Context: an optimization exercise on an open-source flow, tuned for small area and a short achievable clock period. The choices shown serve that exercise and are no tape-out recipe.
Function was checked by simulation only, so behaviour that the tests miss may differ from the original.
No activity file was given, so power comes from the tool's default toggle rates.

// dm_pipelined
module dm_pipelined #(
  parameter int N   = 7,
  parameter int W   = 32,
  parameter int LAT = 2
) (
  input  logic               clka,
  input  logic               rst,
  input  logic               ena,
  input  logic [dm_pkg::lanes(W)-1:0] wea,
  input  logic [N-1:0]       addra,
  input  logic [W-1:0]       dina,
  output logic [W-1:0]       douta,
  output logic               done
);
For scale: ~4400 flip-flops, roughly 79 I/O pins.
make LEC_CHECK=0 CAP_MARGIN=20 CORE_MARGIN=2 CORE_UTILIZATION=65 CTS_CLUSTER_DIAMETER=100 CTS_CLUSTER_SIZE=25 SETUP_SLACK_MARGIN=2.0 SLEW_MARGIN=20 SYNTH_HIERARCHICAL=1 finish   # period 4.2 ns
run.sh (not shown) runs the stock make flow with config.mk's settings and CLKGATE_MAP_FILE= SYNTH_SCRIPT=/design/flow/synth_recipe.tcl, a recipe that flattens the netlist after the stock synthesis.
Rerun with:
- CORE_UTILIZATION: 65 -> 50
What happened: Non-clock buffer count increases by 47; cell count increases by 8.6%; wire length increases by 5.1%; hold slack is better by 0.11 ns; sequential power barely changes; die area increases by about 30%; power increases by 0.88%; first-iteration DRC count decreases by 9.3%; global-route usage decreases by 7.6 points.

* * *

Another version of the RTL of dm_pipelined (not shown whole).
Size in the first run: ~4600 flip-flops, about 79 I/O pins, about 150000 um^2 of cells after synthesis.
Design dm_pipelined, start of the top module:
module dm_pipelined #(
  parameter int N   = 7,
  parameter int W   = 32,
  parameter int LAT = 2
) (
  input  logic               clka,
  input  logic               rst,
  input  logic               ena,
  input  logic [dm_pkg::lanes(W)-1:0] wea,
  input  logic [N-1:0]       addra,
  input  logic [W-1:0]       dina,
  output logic [W-1:0]       douta,
  output logic               done
);
clock: 4.2 ns
lec_check: 0
cap_margin: 20
core_margin: 2
core_utilization: 50
cts_cluster_diameter: 100
cts_cluster_size: 25
setup_slack_margin: 2.15
slew_margin: 20
synth_hierarchical: 1
The first run passed the timing, design-rule and antenna checks.
Change:
==> flow/flow/run.sh (new file) <==
#!/bin/bash
# The standard layout, with the reset, enable, byte-enable and done pins placed together
# on the bottom edge so that the done register sits next to its pin and its inputs.
set -e
export PRE_IO_PLACEMENT_TCL="$PWD/flow/io.tcl"
bash standard.sh > standard.log 2>&1
==> flow/flow/io.tcl (new file) <==
# Control pins and the done output share one stretch of the bottom edge.
set_io_pin_constraint -pin_names {rst ena wea[0] wea[1] wea[2] wea[3] done} -region bottom:250-310
==> flow/standard.sh (new file) <==
#!/bin/bash
# synth_recipe.tcl (not shown) runs the flow's synth.tcl, then flattens the netlist and writes it again
# the make line also repeats each setting of config.mk as NAME=value (left out here)
make -C /OpenROAD-flow-scripts/flow DESIGN_CONFIG=/design/flow/config.mk WORK_HOME=/design/flow/orfs CLKGATE_MAP_FILE= SYNTH_SCRIPT=/design/flow/synth_recipe.tcl "${@:-finish}"
CORE_UTILIZATION = 75   (was 50)
removed: flow/run.sh
The changed run completed without violations; power fell by 1.2%; fmax goes up by 8.9%; final area is lower by 2.0%; cell count is lower by 12%; clock skew went down by 50 ps; wire length shrinks by 6.9%; worst setup slack gets better by 200 ps; global-route usage went up by 13 points; sequential share of layout area went up by 1.5 points; non-clock buffer count shrinks by 71; clock power falls by about 3%.
Change:
CORE_UTILIZATION = 50   (was 75)
PLACE_DENSITY = 0.75   (was default)
Effect: Total power grows by 1.2%. Setup slack degrades by 57 ps. Die area climbs by 50%. Wire length is higher by 2.0%.
Change:
==> flow/run.sh (new file) <==
#!/bin/bash
# synth_recipe.tcl (not shown) runs the flow's synth.tcl, then flattens the netlist and writes it again
# the make line also repeats each setting of config.mk as NAME=value (left out here)
make -C /OpenROAD-flow-scripts/flow DESIGN_CONFIG=/design/flow/config.mk WORK_HOME=/design/flow/orfs CLKGATE_MAP_FILE= SYNTH_SCRIPT=/design/flow/synth_recipe.tcl finish
PLACE_DENSITY = default   (was 0.75)
SETUP_SLACK_MARGIN = 2.0   (was 2.15)
removed: flow/flow/run.sh
removed: flow/flow/io.tcl
removed: flow/standard.sh
After rerunning: Cell area falls by 0.63%; sequential power stays flat; routed wire length climbs by 4.9%; combinational power fell by about 2%.

## afterwards: timing with drivers on the ports
How much do the figures lean on ideal ports? The routed layouts below were timed once more, with nothing changed but the port constraints.
Step 1: set_driving_cell puts a clkbuf_16 on clka and a buf_2 on each other input, an assumption about the parent block.
Step 2 adds t to the input delays and takes it off the output delays; t is the mean of the earliest and latest rising clock arrival at the registers after step 1. Input paths then give back, and output paths get back, about the clock's delay inside the block.
Three values: no drivers, after step 1, after step 2; two values: the first two.
| run | shift t [ns] | setup slack, ns | hold WS [ns] | slew at the worst register clock pin (ns) | pins driven straight from the clock port |
|---|---|---|---|---|---|
| the first run of note 1 | 0.992 | 1.892 / 1.821 / 0.829 | 0.150 / 0.080 / 0.375 | 0.10 / 0.10 | 1 |
| the second run of note 1 | 1.023 | 1.778 / 1.679 / 0.941 | 0.257 / 0.178 / 0.362 | 0.11 / 0.11 | 1 |
| the first run of note 2 | 1.038 | 1.769 / 1.669 / 0.901 | 0.050 / -0.028 / 0.359 | 0.11 / 0.11 | 1 |
| the second run of note 2 | 0.982 | 1.968 / 1.870 / 1.082 | 0.158 / 0.083 / 0.356 | 0.11 / 0.11 | 1 |
| the third run of note 2 | 1.017 | 1.911 / 1.809 / 0.949 | 0.102 / 0.025 / 0.370 | 0.11 / 0.11 | 1 |
| the fourth run of note 2 | 1.038 | 1.766 / 1.665 / 0.663 | 0.049 / -0.031 / 0.358 | 0.11 / 0.11 | 1 |
After both steps setup and hold are still met in every run listed. The setup slack of the fourth run of note 2, which loses most, moves by -0.101 ns with the drivers and by -1.103 ns with both steps.
